This is an optimization exercise on Yosys and OpenROAD, whose aim is a short achievable clock period and few clock cycles, not a production implementation. Only simulation tests tie the RTL to the original design; equivalence was not proved. Power figures rest on the tool's default switching activity, not on a simulated workload.

$ cat flow/run.sh
#!/bin/bash
# synth_recipe.tcl (not shown) runs the flow's synth.tcl, then flattens the netlist and writes it again
# the make line also repeats each setting of config.mk as NAME=value (left out here)
make -C /OpenROAD-flow-scripts/flow DESIGN_CONFIG=/design/flow/config.mk WORK_HOME=/design/flow/orfs CLKGATE_MAP_FILE= SYNTH_SCRIPT=/design/flow/synth_recipe.tcl finish
$ cat flow/config.mk
export PLATFORM = sky130hd
export DESIGN_NAME = mipsCpu
export DESIGN_NICKNAME = mipsCpu
export VERILOG_FILES = /design/flow/design.v
export SDC_FILE = /design/flow/constraint.sdc
export NUM_CORES = 4
export LEC_CHECK = 0
export CAP_MARGIN = 20
export CORE_MARGIN = 2
export CORE_UTILIZATION = 40
export PLACE_DENSITY = 0.45
export SLEW_MARGIN = 20
$ cat flow/constraint.sdc
create_clock -name core_clock -period 11.0 [get_ports {clk}]
set_input_delay 2.2000 -clock core_clock [delete_from_list [all_inputs] [get_ports {clk}]]
set_output_delay 2.2000 -clock core_clock [all_outputs]
set_load 0.01 [all_outputs]
$ cat flow/design.v
`default_nettype none
package cpuPkg;
	localparam int DATA_WIDTH = 32;
	localparam int REG_ADDR_WIDTH = 5;
endpackage
`default_nettype wire
`timescale 1ns/1ps
`default_nettype none
module alu (
	input logic [31:0] a,
	input logic [31:0] b,
	input logic [4:0] sh,
	input logic sub,
	input logic selAdd,
	input logic selAnd,
	input logic selOr,
	input logic selXor,
	input logic selSlt,
	input logic selSltu,
	input logic selSll,
	input logic selSrl,
	input logic selSra,
	output logic [31:0] result
);
	logic [32:0] sum;
	logic slt, sltu;
	logic signed [32:0] rIn;
	logic [32:0] rOut;
	logic [31:0] lOut;
	assign sum = {1'b0, a} + {1'b0, b ^ {32{sub}}} + {32'd0, sub};
	assign sltu = ~sum[32];
	assign slt = (a[31] ^ b[31]) ? a[31] : sum[31];
	assign rIn = {selSra & b[31], b};
	assign rOut = rIn >>> sh;
	assign lOut = b << sh;
	assign result = ({32{selAdd}} & sum[31:0]) |
		({32{selAnd}} & (a & b)) |
		({32{selOr}} & (a | b)) |
		({32{selXor}} & (a ^ b)) |
		{31'd0, (selSlt & slt) | (selSltu & sltu)} |
		({32{selSll}} & lOut) |
		({32{selSrl | selSra}} & rOut[31:0]);
endmodule
`default_nettype wire
`timescale 1ns/1ps
`default_nettype none
module regFile (
	input logic clk,
	input logic [4:0] raddr1,
	input logic [4:0] raddr2,
	input logic wen,
	input logic [4:0] waddr,
	input logic [31:0] wdata,
	output logic [31:0] rdata1,
	output logic [31:0] rdata2
);
	logic [31:0] regs [1:31];
	always_ff @(posedge clk) begin
		if (wen && waddr != 5'd0)
			regs[waddr] <= wdata;
	end
	assign rdata1 = (raddr1 == 5'd0) ? 32'd0 : regs[raddr1];
	assign rdata2 = (raddr2 == 5'd0) ? 32'd0 : regs[raddr2];
endmodule
`default_nettype wire
`timescale 1ns/1ps
`default_nettype none
module instDecode (
	input logic [31:0] ins,
	output logic usesA,
	output logic usesB,
	output logic wr,
	output logic [4:0] dst,
	output logic isLw,
	output logic isSw,
	output logic isBr,
	output logic isBne,
	output logic isJr,
	output logic isJal,
	output logic sub,
	output logic selAdd,
	output logic selAnd,
	output logic selOr,
	output logic selXor,
	output logic selSlt,
	output logic selSltu,
	output logic selSll,
	output logic selSrl,
	output logic selSra,
	output logic shv,
	output logic aPc,
	output logic aZero,
	output logic bImm,
	output logic bZext,
	output logic bLui,
	output logic bEight
);
	logic [5:0] op, fn;
	logic nz;
	assign op = ins[31:26];
	assign fn = ins[5:0];
	assign nz = (ins != 32'd0);
	always_comb begin
		usesA = 1'b0;
		usesB = 1'b0;
		wr = 1'b0;
		dst = ins[20:16];
		isLw = 1'b0;
		isSw = 1'b0;
		isBr = 1'b0;
		isBne = 1'b0;
		isJr = 1'b0;
		isJal = 1'b0;
		sub = 1'b0;
		selAdd = 1'b0;
		selAnd = 1'b0;
		selOr = 1'b0;
		selXor = 1'b0;
		selSlt = 1'b0;
		selSltu = 1'b0;
		selSll = 1'b0;
		selSrl = 1'b0;
		selSra = 1'b0;
		shv = 1'b0;
		aPc = 1'b0;
		aZero = 1'b0;
		bImm = 1'b0;
		bZext = 1'b0;
		bLui = 1'b0;
		bEight = 1'b0;
		case (op)
			6'h00: begin
				dst = ins[15:11];
				case (fn)
					6'h00: begin wr = nz; usesB = 1'b1; selSll = 1'b1; end
					6'h02: begin wr = 1'b1; usesB = 1'b1; selSrl = 1'b1; end
					6'h03: begin wr = 1'b1; usesB = 1'b1; selSra = 1'b1; end
					6'h04: begin wr = 1'b1; usesA = 1'b1; usesB = 1'b1; shv = 1'b1; selSll = 1'b1; end
					6'h06: begin wr = 1'b1; usesA = 1'b1; usesB = 1'b1; shv = 1'b1; selSrl = 1'b1; end
					6'h07: begin wr = 1'b1; usesA = 1'b1; usesB = 1'b1; shv = 1'b1; selSra = 1'b1; end
					6'h08: begin usesA = 1'b1; isJr = 1'b1; end
					6'h20: begin wr = 1'b1; usesA = 1'b1; usesB = 1'b1; selAdd = 1'b1; end
					6'h22: begin wr = 1'b1; usesA = 1'b1; usesB = 1'b1; selAdd = 1'b1; sub = 1'b1; end
					6'h24: begin wr = 1'b1; usesA = 1'b1; usesB = 1'b1; selAnd = 1'b1; end
					6'h25: begin wr = 1'b1; usesA = 1'b1; usesB = 1'b1; selOr = 1'b1; end
					6'h26: begin wr = 1'b1; usesA = 1'b1; usesB = 1'b1; selXor = 1'b1; end
					6'h2a: begin wr = 1'b1; usesA = 1'b1; usesB = 1'b1; selSlt = 1'b1; sub = 1'b1; end
					6'h2b: begin wr = 1'b1; usesA = 1'b1; usesB = 1'b1; selSltu = 1'b1; sub = 1'b1; end
					default: ;
				endcase
			end
			6'h03: begin
				wr = 1'b1;
				dst = 5'd31;
				isJal = 1'b1;
				aPc = 1'b1;
				bEight = 1'b1;
				selAdd = 1'b1;
			end
			6'h04: begin isBr = 1'b1; usesA = 1'b1; usesB = 1'b1; end
			6'h05: begin isBr = 1'b1; isBne = 1'b1; usesA = 1'b1; usesB = 1'b1; end
			6'h09: begin wr = 1'b1; usesA = 1'b1; bImm = 1'b1; selAdd = 1'b1; end
			6'h0a: begin wr = 1'b1; usesA = 1'b1; bImm = 1'b1; selSlt = 1'b1; sub = 1'b1; end
			6'h0b: begin wr = 1'b1; usesA = 1'b1; bImm = 1'b1; selSltu = 1'b1; sub = 1'b1; end
			6'h0c: begin wr = 1'b1; usesA = 1'b1; bImm = 1'b1; bZext = 1'b1; selAnd = 1'b1; end
			6'h0d: begin wr = 1'b1; usesA = 1'b1; bImm = 1'b1; bZext = 1'b1; selOr = 1'b1; end
			6'h0e: begin wr = 1'b1; usesA = 1'b1; bImm = 1'b1; bZext = 1'b1; selXor = 1'b1; end
			6'h0f: begin wr = 1'b1; aZero = 1'b1; bLui = 1'b1; selAdd = 1'b1; end
			6'h23: begin wr = 1'b1; usesA = 1'b1; isLw = 1'b1; end
			6'h2b: begin usesA = 1'b1; usesB = 1'b1; isSw = 1'b1; end
			default: ;
		endcase
	end
endmodule
`default_nettype wire
`timescale 1ns/1ps
`default_nettype none
import cpuPkg::*;
module mipsCpu (
	input logic clk,
	input logic rst,
	output logic [DATA_WIDTH-1:0] pc,
	output logic instReqValid,
	input logic instReqReady,
	input logic [DATA_WIDTH-1:0] instruction,
	input logic instValid,
	output logic instReady,
	output logic [DATA_WIDTH-1:0] address,
	output logic memWrite,
	output logic memRead,
	output logic [DATA_WIDTH-1:0] writeData,
	input logic memReqReady,
	input logic [DATA_WIDTH-1:0] readData,
	input logic readDataValid,
	output logic readDataReady,
	output logic rfWen,
	output logic [REG_ADDR_WIDTH-1:0] rfWaddr,
	output logic [DATA_WIDTH-1:0] rfWdata,
	output logic [DATA_WIDTH-1:0] retirePc
);
	logic [31:0] fpc, rpc, lastLink;
	logic reqV;
	logic [2:0] outst, drop;
	logic q0V, q1V, q2V;
	logic [31:0] q0Ins, q1Ins, q2Ins, q0Pc, q1Pc, q2Pc, q0Pt, q1Pt, q2Pt;
	logic eV, eUsesA, eUsesB, eWr, eIsLw, eIsSw, eIsBr, eIsBne, eIsJr, ePredT, eOffNz;
	logic eSub, eSelAdd, eSelAnd, eSelOr, eSelXor, eSelSlt, eSelSltu, eSelSll, eSelSrl, eSelSra, eShv;
	logic [4:0] eRs, eRt, eRd, eShamt;
	logic [31:0] eOpA, eOpB, eImm, eBtgt, ePc4, ePt, eNpc;
	logic fAM, fAW, fAR, fBM, fBW, fBR;
	logic mV, mIsLw, wV, wIsLw, rV, rIsLw, rOk;
	logic [4:0] mRd, wRd, rRd;
	logic [31:0] mRes, wRes, rRes, mNpc, wNpc, rNpc;
	logic mq0Rd, mq0Wr, mq1Rd, mq1Wr;
	logic [31:0] mq0Addr, mq0Data, mq1Addr, mq1Data;
	logic [31:0] ldq [4];
	logic [1:0] ldqHead, ldqTail;
	logic [2:0] ldqCnt;
	assign pc = fpc;
	assign instReqValid = reqV;
	assign instReady = 1'b1;
	assign readDataReady = 1'b1;
	assign memRead = mq0Rd;
	assign memWrite = mq0Wr;
	assign address = mq0Addr;
	assign writeData = mq0Data;
	assign rfWen = rOk;
	assign rfWaddr = rRd;
	assign rfWdata = rRes;
	assign retirePc = rNpc;
	logic stallR, stallE, advE;
	assign stallR = rV & ~rOk;
	assign stallE = eV & (((fAM | fBM) & mIsLw) | ((fAW | fBW) & wIsLw) |
		((eIsLw | eIsSw) & (mq1Rd | mq1Wr)));
	assign advE = ~stallR & ~stallE;
	logic dUsesA, dUsesB, dWr, dIsLw, dIsSw, dIsBr, dIsBne, dIsJr, dIsJal;
	logic dSub, dSelAdd, dSelAnd, dSelOr, dSelXor, dSelSlt, dSelSltu, dSelSll, dSelSrl, dSelSra, dShv;
	logic dAPc, dAZero, dBImm, dBZext, dBLui, dBEight;
	logic [4:0] dDst, dRs, dRt;
	logic [31:0] rfA, rfB, dRsVal, dRtVal, dOpA, dOpB, dSext, dPc4, dBtgt, dJtgt;
	logic dPredT;
	instDecode instDecode_i (
		.ins(q0Ins), .usesA(dUsesA), .usesB(dUsesB), .wr(dWr), .dst(dDst), .isLw(dIsLw),
		.isSw(dIsSw), .isBr(dIsBr), .isBne(dIsBne), .isJr(dIsJr), .isJal(dIsJal), .sub(dSub),
		.selAdd(dSelAdd), .selAnd(dSelAnd), .selOr(dSelOr), .selXor(dSelXor), .selSlt(dSelSlt),
		.selSltu(dSelSltu), .selSll(dSelSll), .selSrl(dSelSrl), .selSra(dSelSra), .shv(dShv),
		.aPc(dAPc), .aZero(dAZero), .bImm(dBImm), .bZext(dBZext), .bLui(dBLui), .bEight(dBEight)
	);
	assign dRs = q0Ins[25:21];
	assign dRt = q0Ins[20:16];
	regFile regFile_i (
		.clk(clk), .raddr1(dRs), .raddr2(dRt), .wen(rV & ~stallR), .waddr(rRd), .wdata(rRes),
		.rdata1(rfA), .rdata2(rfB)
	);
	assign dRsVal = (rV && rRd == dRs && dRs != 5'd0) ? rRes : rfA;
	assign dRtVal = (rV && rRd == dRt && dRt != 5'd0) ? rRes : rfB;
	assign dSext = {{16{q0Ins[15]}}, q0Ins[15:0]};
	assign dOpA = dAPc ? q0Pc : dAZero ? 32'd0 : dRsVal;
	assign dOpB = dBEight ? 32'd8 : dBLui ? {q0Ins[15:0], 16'd0} :
		dBImm ? (dBZext ? {16'd0, q0Ins[15:0]} : dSext) : dRtVal;
	assign dPc4 = q0Pc + 32'd4;
	assign dBtgt = dPc4 + {dSext[29:0], 2'b00};
	assign dJtgt = {dPc4[31:28], q0Ins[25:0], 2'b00};
	assign dPredT = dIsBr & q0Ins[15];  
	logic [31:0] aFwd, bFwd, aluRes, agu;
	logic [4:0] shAmt;
	logic taken, mispredict, redirE;
	logic [31:0] tgtE;
	assign aFwd = ({32{fAM}} & mRes) | ({32{fAW}} & wRes) | ({32{fAR}} & rRes) |
		({32{~(fAM | fAW | fAR)}} & eOpA);
	assign bFwd = ({32{fBM}} & mRes) | ({32{fBW}} & wRes) | ({32{fBR}} & rRes) |
		({32{~(fBM | fBW | fBR)}} & eOpB);
	assign shAmt = eShv ? aFwd[4:0] : eShamt;
	alu alu_i (
		.a(aFwd), .b(bFwd), .sh(shAmt), .sub(eSub), .selAdd(eSelAdd), .selAnd(eSelAnd),
		.selOr(eSelOr), .selXor(eSelXor), .selSlt(eSelSlt), .selSltu(eSelSltu),
		.selSll(eSelSll), .selSrl(eSelSrl), .selSra(eSelSra), .result(aluRes)
	);
	assign agu = aFwd + eImm;
	assign taken = (aFwd == bFwd) ^ eIsBne;
	assign mispredict = (eIsBr & ((taken & ~ePredT & eOffNz) | (~taken & ePredT))) |
		(eIsJr & (aFwd != ePt));
	assign redirE = eV & advE & mispredict;
	assign tgtE = eIsJr ? aFwd : taken ? eBtgt : ePc4;
	logic pushM;
	assign pushM = eV & advE & (eIsLw | eIsSw);
	logic reqAcc, inLive, inIsJ, inIsJr, inIsJal, redirD, redirI, redir, inQ, deq;
	logic [31:0] rpc4, tgtI, tgt;
	logic [2:0] outstN, dropN, liveN;
	assign reqAcc = reqV & instReqReady;
	assign inLive = instValid & (drop == 3'd0);
	assign inIsJ = (instruction[31:27] == 5'b00001);  
	assign inIsJal = (instruction[31:26] == 6'h03);
	assign inIsJr = (instruction[31:26] == 6'h00) & (instruction[5:0] == 6'h08);
	assign rpc4 = rpc + 32'd4;
	assign tgtI = inIsJr ? lastLink : {rpc4[31:28], instruction[25:0], 2'b00};
	assign redirD = q0V & dPredT & advE & ~redirE;
	assign inQ = inLive & ~redirE & ~redirD;
	assign redirI = inQ & (inIsJ | inIsJr);
	assign redir = redirE | redirD | redirI;
	assign tgt = redirE ? tgtE : redirD ? dBtgt : tgtI;
	assign deq = q0V & advE;
	assign outstN = outst + {2'b0, reqAcc} - {2'b0, instValid};
	assign dropN = redir ? outstN : (drop - {2'b0, instValid & (drop != 3'd0)});
	assign liveN = outstN - dropN;
	logic a0V, a1V, a2V;
	logic [31:0] a0Ins, a1Ins, a2Ins, a0Pc, a1Pc, a2Pc, a0Pt, a1Pt, a2Pt;
	logic n0V, n1V, n2V;
	logic [1:0] cntN;
	always_comb begin
		if (deq) begin
			{a0V, a0Ins, a0Pc, a0Pt} = {q1V, q1Ins, q1Pc, q1Pt};
			{a1V, a1Ins, a1Pc, a1Pt} = {q2V, q2Ins, q2Pc, q2Pt};
			{a2V, a2Ins, a2Pc, a2Pt} = {1'b0, q2Ins, q2Pc, q2Pt};
		end else begin
			{a0V, a0Ins, a0Pc, a0Pt} = {q0V, q0Ins, q0Pc, q0Pt};
			{a1V, a1Ins, a1Pc, a1Pt} = {q1V, q1Ins, q1Pc, q1Pt};
			{a2V, a2Ins, a2Pc, a2Pt} = {q2V, q2Ins, q2Pc, q2Pt};
		end
		n0V = ~(redirE | redirD) & (a0V | inQ);
		n1V = ~(redirE | redirD) & (a1V | (a0V & inQ));
		n2V = ~(redirE | redirD) & (a2V | (a1V & inQ));
	end
	assign cntN = {1'b0, n0V} + {1'b0, n1V} + {1'b0, n2V};
	always_ff @(posedge clk) begin
		if (rst) begin
			fpc <= 32'd0;
			rpc <= 32'd0;
			lastLink <= 32'd0;
			reqV <= 1'b1;
			outst <= 3'd0;
			drop <= 3'd0;
			q0V <= 1'b0;
			q1V <= 1'b0;
			q2V <= 1'b0;
		end else begin
			fpc <= redir ? tgt : reqAcc ? fpc + 32'd4 : fpc;
			rpc <= redir ? tgt : inQ ? rpc4 : rpc;
			if (inQ & inIsJal)
				lastLink <= rpc + 32'd8;
			outst <= outstN;
			drop <= dropN;
			reqV <= (redirE | redirD) ? 1'b1 : ({1'b0, cntN} + liveN <= 3'd2);
			q0V <= n0V;
			q1V <= n1V;
			q2V <= n2V;
		end
		{q0Ins, q0Pc, q0Pt} <= a0V ? {a0Ins, a0Pc, a0Pt} : {instruction, rpc, lastLink};
		{q1Ins, q1Pc, q1Pt} <= a1V ? {a1Ins, a1Pc, a1Pt} : {instruction, rpc, lastLink};
		{q2Ins, q2Pc, q2Pt} <= a2V ? {a2Ins, a2Pc, a2Pt} : {instruction, rpc, lastLink};
	end
	logic nEUsesA, nEUsesB, nMV, nWV, nRV;
	logic [4:0] nERs, nERt, nMRd, nWRd, nRRd;
	always_comb begin
		if (advE) begin
			nEUsesA = q0V & ~redirE & dUsesA;
			nEUsesB = q0V & ~redirE & dUsesB;
			nERs = dRs;
			nERt = dRt;
		end else begin
			nEUsesA = eUsesA;
			nEUsesB = eUsesB;
			nERs = eRs;
			nERt = eRt;
		end
		if (stallR) begin
			{nMV, nMRd} = {mV, mRd};
			{nWV, nWRd} = {wV, wRd};
			{nRV, nRRd} = {rV, rRd};
		end else begin
			{nMV, nMRd} = {eV & advE & eWr, eRd};
			{nWV, nWRd} = {mV, mRd};
			{nRV, nRRd} = {wV, wRd};
		end
	end
	logic nfAM, nfAW, nfAR, nfBM, nfBW, nfBR;
	assign nfAM = nEUsesA & (nERs != 5'd0) & nMV & (nMRd == nERs);
	assign nfAW = nEUsesA & (nERs != 5'd0) & ~nfAM & nWV & (nWRd == nERs);
	assign nfAR = nEUsesA & (nERs != 5'd0) & ~nfAM & ~nfAW & nRV & (nRRd == nERs);
	assign nfBM = nEUsesB & (nERt != 5'd0) & nMV & (nMRd == nERt);
	assign nfBW = nEUsesB & (nERt != 5'd0) & ~nfBM & nWV & (nWRd == nERt);
	assign nfBR = nEUsesB & (nERt != 5'd0) & ~nfBM & ~nfBW & nRV & (nRRd == nERt);
	always_ff @(posedge clk) begin
		if (rst) begin
			eV <= 1'b0;
			fAM <= 1'b0;
			fAW <= 1'b0;
			fAR <= 1'b0;
			fBM <= 1'b0;
			fBW <= 1'b0;
			fBR <= 1'b0;
		end else begin
			fAM <= nfAM;
			fAW <= nfAW;
			fAR <= nfAR;
			fBM <= nfBM;
			fBW <= nfBW;
			fBR <= nfBR;
			if (advE)
				eV <= q0V & ~redirE;
		end
		if (advE) begin
			eUsesA <= dUsesA;
			eUsesB <= dUsesB;
			eWr <= dWr;
			eIsLw <= dIsLw;
			eIsSw <= dIsSw;
			eIsBr <= dIsBr;
			eIsBne <= dIsBne;
			eIsJr <= dIsJr;
			ePredT <= dPredT;
			eOffNz <= (q0Ins[15:0] != 16'd0);
			eSub <= dSub;
			eSelAdd <= dSelAdd;
			eSelAnd <= dSelAnd;
			eSelOr <= dSelOr;
			eSelXor <= dSelXor;
			eSelSlt <= dSelSlt;
			eSelSltu <= dSelSltu;
			eSelSll <= dSelSll;
			eSelSrl <= dSelSrl;
			eSelSra <= dSelSra;
			eShv <= dShv;
			eRs <= dRs;
			eRt <= dRt;
			eRd <= dDst;
			eShamt <= q0Ins[10:6];
			eOpA <= dOpA;
			eOpB <= dOpB;
			eImm <= dSext;
			eBtgt <= dBtgt;
			ePc4 <= dPc4;
			ePt <= q0Pt;
			eNpc <= dIsJal ? dJtgt : dPc4;
		end else begin
			eOpA <= aFwd;
			eOpB <= bFwd;
		end
	end
	logic popM;
	assign popM = (mq0Rd | mq0Wr) & memReqReady;
	always_ff @(posedge clk) begin
		if (rst) begin
			mq0Rd <= 1'b0;
			mq0Wr <= 1'b0;
			mq1Rd <= 1'b0;
			mq1Wr <= 1'b0;
		end else begin
			if (popM) begin
				if (mq1Rd | mq1Wr) begin
					{mq0Rd, mq0Wr, mq0Addr, mq0Data} <= {mq1Rd, mq1Wr, mq1Addr, mq1Data};
				end else begin
					{mq0Rd, mq0Wr} <= {pushM & eIsLw, pushM & eIsSw};
					{mq0Addr, mq0Data} <= {agu[31:2], 2'b00, bFwd};
				end
				mq1Rd <= 1'b0;
				mq1Wr <= 1'b0;
			end else if (mq0Rd | mq0Wr) begin
				if (~(mq1Rd | mq1Wr)) begin
					{mq1Rd, mq1Wr} <= {pushM & eIsLw, pushM & eIsSw};
					{mq1Addr, mq1Data} <= {agu[31:2], 2'b00, bFwd};
				end
			end else begin
				{mq0Rd, mq0Wr} <= {pushM & eIsLw, pushM & eIsSw};
				{mq0Addr, mq0Data} <= {agu[31:2], 2'b00, bFwd};
			end
		end
	end
	logic wLoad, ldqEmpty, ldqPop, ldqPush;
	assign wLoad = wV & wIsLw;
	assign ldqEmpty = (ldqCnt == 3'd0);
	assign ldqPop = ~stallR & wLoad & ~ldqEmpty;
	assign ldqPush = readDataValid & ~stallR & ~(wLoad & ldqEmpty);
	always_ff @(posedge clk) begin
		if (rst) begin
			mV <= 1'b0;
			wV <= 1'b0;
			rV <= 1'b0;
			rOk <= 1'b0;
			ldqHead <= 2'd0;
			ldqTail <= 2'd0;
			ldqCnt <= 3'd0;
		end else begin
			if (!stallR) begin
				mV <= eV & advE & eWr;
				wV <= mV;
				rV <= wV;
				rOk <= wV & (~wIsLw | ~ldqEmpty | readDataValid);
			end else if (readDataValid)
				rOk <= 1'b1;
			if (ldqPush)
				ldqTail <= ldqTail + 2'd1;
			if (ldqPop)
				ldqHead <= ldqHead + 2'd1;
			ldqCnt <= ldqCnt + {2'b0, ldqPush} - {2'b0, ldqPop};
		end
		if (ldqPush)
			ldq[ldqTail] <= readData;
		if (!stallR) begin
			mRd <= eRd;
			mIsLw <= eIsLw;
			mRes <= aluRes;
			mNpc <= eNpc;
			wRd <= mRd;
			wIsLw <= mIsLw;
			wRes <= mRes;
			wNpc <= mNpc;
			rRd <= wRd;
			rIsLw <= wIsLw;
			rNpc <= wNpc;
			rRes <= ~wIsLw ? wRes : ~ldqEmpty ? ldq[ldqHead] : readData;
		end else if (readDataValid)
			rRes <= readData;
	end
endmodule
`default_nettype wire
==> notes.md <==
Crit path max-delay family simple AND/OR/NAND/NOR gates; critical path type flop to flop; WL/cell about 38 um; asr flop ratio synth 0%; fin util a little under half; type of element capturing the critical path flop; gp weighted congestion about 0.98; Combinational Power Share between 10% and 20%; Nets slightly below 8000; dominant cell type by area after synthesis edfxtp_1; first drt pass iteration count 12; global-route wire length before repair approximately 580000 um; CP startpoint fAR; largest net degree at the start of global routing between 100 and 150; HP Class flop to flop; die width ~510 um; # setup viols final 0; most common cell after layout, fill and taps aside edfxtp_1; Vias between 70000 and 80000; critical path data arrival time around 8800 ps; critical path fanouts, max 54; clk buf depth 3; H-tree depth 4; total of max-cap violations 0; Area Overhead vs Synth 14.5%; Switch Pwr roughly 6.1 mW; Worst Max-Slew Pin Slew 1190 ps; max reg flops about 990; Slew Viols, Final 0; initial antenna violation count 43; Sink Count between 2000 and 2500; unrepaired setup endpoints after global routing no; crit path time final around 8000 ps; Worst setup SP type flop; num rows around 190; Post-synth EDFFs ~1900; most frequent cells in the layout edfxtp_1 (1909), mux4_2 (594), a21oi_1 (499); crit path buf inv count 5; synth warn 3; TritonCTS clock tree yes; Worst Path Required about 12000 ps; Clk pwr share 38.7%; highest-delay cell along the critical path a222oi_1; Iter 0 DRT Violations roughly 10000; Mapped Area 104000 um^2; Seq/Total Area, Yosys roughly 59%; most area-consuming cells after synthesis edfxtp_1 (55%), mux4_2 (13%), dfxtp_1 (4.1%), mux2i_1 (2.8%), a21oi_1 (2.4%); post-synth top area share 55.2%; cell count after synthesis 7348; Detail Route Antenna Nets 0; Clk Latency, worst-skew pair 940 ps; post-synthesis area per instance approximately 14 um^2; Hold Vio Cnt, Final 0; Netlist cell types 95; drt via density roughly 6.4; Power Internal approximately 15 mW; Peak Freq 0.125 GHz; post-cts sizing count 0; setup bufs post-CTS 0; worst stage delay on the critical path 700 ps; Peak VDD IR approximately 0.00018 V; status finished clean; clk_skew 93.7 ps; TritonCTS Buffers 236; Final HPWL DP ~280000 um; Port-buffer cells 238; Leak Pwr 41.7 nW; predominant post-synthesis flop cell edfxtp_1; share of layout cells above drive strength 1 17.6%; Reg power frac approximately 45%; Post-Route WL roughly 430000 um; CORE AREA roughly 260000 um^2; I/O pin count approximately 240; Fin Hold WS between 300 and 400 ps; DIE AREA 264000 um^2; Starting Density roughly 40%; pwr dens about 180 nW/um^2; register bit total from synthesis between 2000 and 2500; switching share of power between 20 and 30%; CP Cell Sequence buf_4 -> a222oi_1 -> nand2_1 -> ha_1 -> nor4_1 -> nand4_1 -> o21a_1 -> or3b_2 -> a2111oi_2 -> buf_4 -> a211oi_4 -> buf_4 -> nor2_1 -> a21oi_1 -> ha_1 -> fa_1 -> inv_1 -> ha_1 -> inv_1 -> fa_1 -> xnor2_1 -> xnor2_1 -> xnor2_1 -> o211ai_1; Worst-path clk slew 60 ps; GRT Util Overall between 30% and 40%; remaining global-route overflow 0; slew margin rel. approximately a fifth; total negative setup slack 0 ps; number of global-route vias before repair slightly below 70000; biggest regs regFile_i.regs: 992 flops, ldq: 128 flops; Top reg by flops regFile_i.regs; R2R Path Start fAR; Die Ht about 510 um; # DRC 0; clock root buffer clkbuf_16; cts-stage hold buffer count 0; Hold Startpoint mNpc[22]; period utilization 72.8%
[metal layers]
layer	vias up	share of wire, %	track usage [%]
met4	18	3.3	9.44
met5	-	0.029	0
li1	29700	-	-
met2	3469	44	47.3
met3	580	8.6	6.43
met1	37400	44	46.8
[synth_stat cells, drive strengths merged (32+ instances only)]
library cell and number:
a211oi 132, a21o 49, a21oi 502, a221oi 52, a222oi 49, a22o 208
a31oi 32, and2 37, and3 70, buf 143, clkbuf 397, dfxtp 214
edfxtp 1909, ha 172, inv 122, mux2 46, mux2i 289, mux4 594
nand2 457, nand3 91, nand4 44, nor2 521, nor3 64, nor4 50
o211ai 35, o21ai 297, o22ai 97, or4b 34, xnor2 178, xor2 71
[path summary, 6_finish.rpt]
| path | end | slack (ps) | cells after the start |
|---|---|---|---|
| max | reqV | 2990 | 24 |
| max reg2reg | reqV | 2990 | 24 |
| min | wNpc[22] | 400 | 0 |
| min reg2reg | wNpc[22] | 400 | 0 |
[power by group through the flow]
stage / sequential (mW) / combinational (mW) / clock, mW
after global placement: 9.64 / 3.51 / 0
after floorplan: 9.68 / 1.81 / 0
after CTS: 9.48 / 3.50 / 8.38
after detailed placement: 9.64 / 3.49 / 0
final: 9.48 / 3.56 / 8.24
after global routing: 9.50 / 3.73 / 8.67
[metrics by stage]
stage	std cells	total power, mW	setup WS [ps]	area [um^2]
CTS	11100	21.4	3180	119000
global route	11100	21.9	2910	119000
global placement	10700	13.1	3140	111000
finish	11100	21.3	2990	119000
floorplan	7349	11.5	3200	104000
detailed placement	10700	13.1	3200	111000
[worst reg2reg max path: cells and delay by family (launching register included)]
kind                     cells  cell delay [ps]
adder cells (fa/ha/maj)      5             1880
AND/OR/NAND/NOR              5             2200
buffers and inverters        5             1110
flip-flops                   1              490
XOR/XNOR                     3              490
AO/OA/AOI/OAI                6             1690
[kinds of logic after synthesis]
| group | after synthesis | share of synthesized area (%) |
|---|---|---|
| AOI/OAI and AO/OA | 1706 | 11.0 |
| DFF | 2123 | 59.3 |
| buffers and inverters | 678 | 2.56 |
| xor gates and xnor gates | 249 | 2.10 |
| and+or+nand+nor | 1484 | 6.63 |
| muxes | 929 | 16.2 |
| adders and majority gates | 178 | 2.19 |
| other | 1 | 0.00361 |
[cell type report]
class | instances | area, um^2
antenna | 9 | 22.5
multi-input combinational | 4548 | 40100
clock buffer | 291 | 6230
fill | 22800 | 140000
timing repair buffer | 472 | 4250
clock inverter | 156 | 1840
tap | 3402 | 4260
sequential | 2123 | 61600
inverter | 138 | 533
Testbench counts, summed over its fixed seeds: cycles 12,201.

afterwards: timing with drivers on the ports:
No port has a modelled driver above. Below, the same layout with a new extraction and two added sets of constraints. Step 1: set_driving_cell puts a clkbuf_16 on clk and a buf_2 on each other input, an assumption about the parent block. Step 2, shift: input delay + t, output delay - t, t = (earliest + latest rising clock arrival at the registers) / 2. This alone moves slack from input paths to output paths. a / b / c = no drivers / after step 1 / after step 2; a / b = the first two.
t, ns: 0.992
setup WS [ns]: 2.993 / 2.993 / 2.993
worst slew at a driven data input, ns: 0.15
After both steps this run still meets setup and hold. The setup slack of this run moves by 0.000 ns with the drivers and by 0.000 ns with both steps.
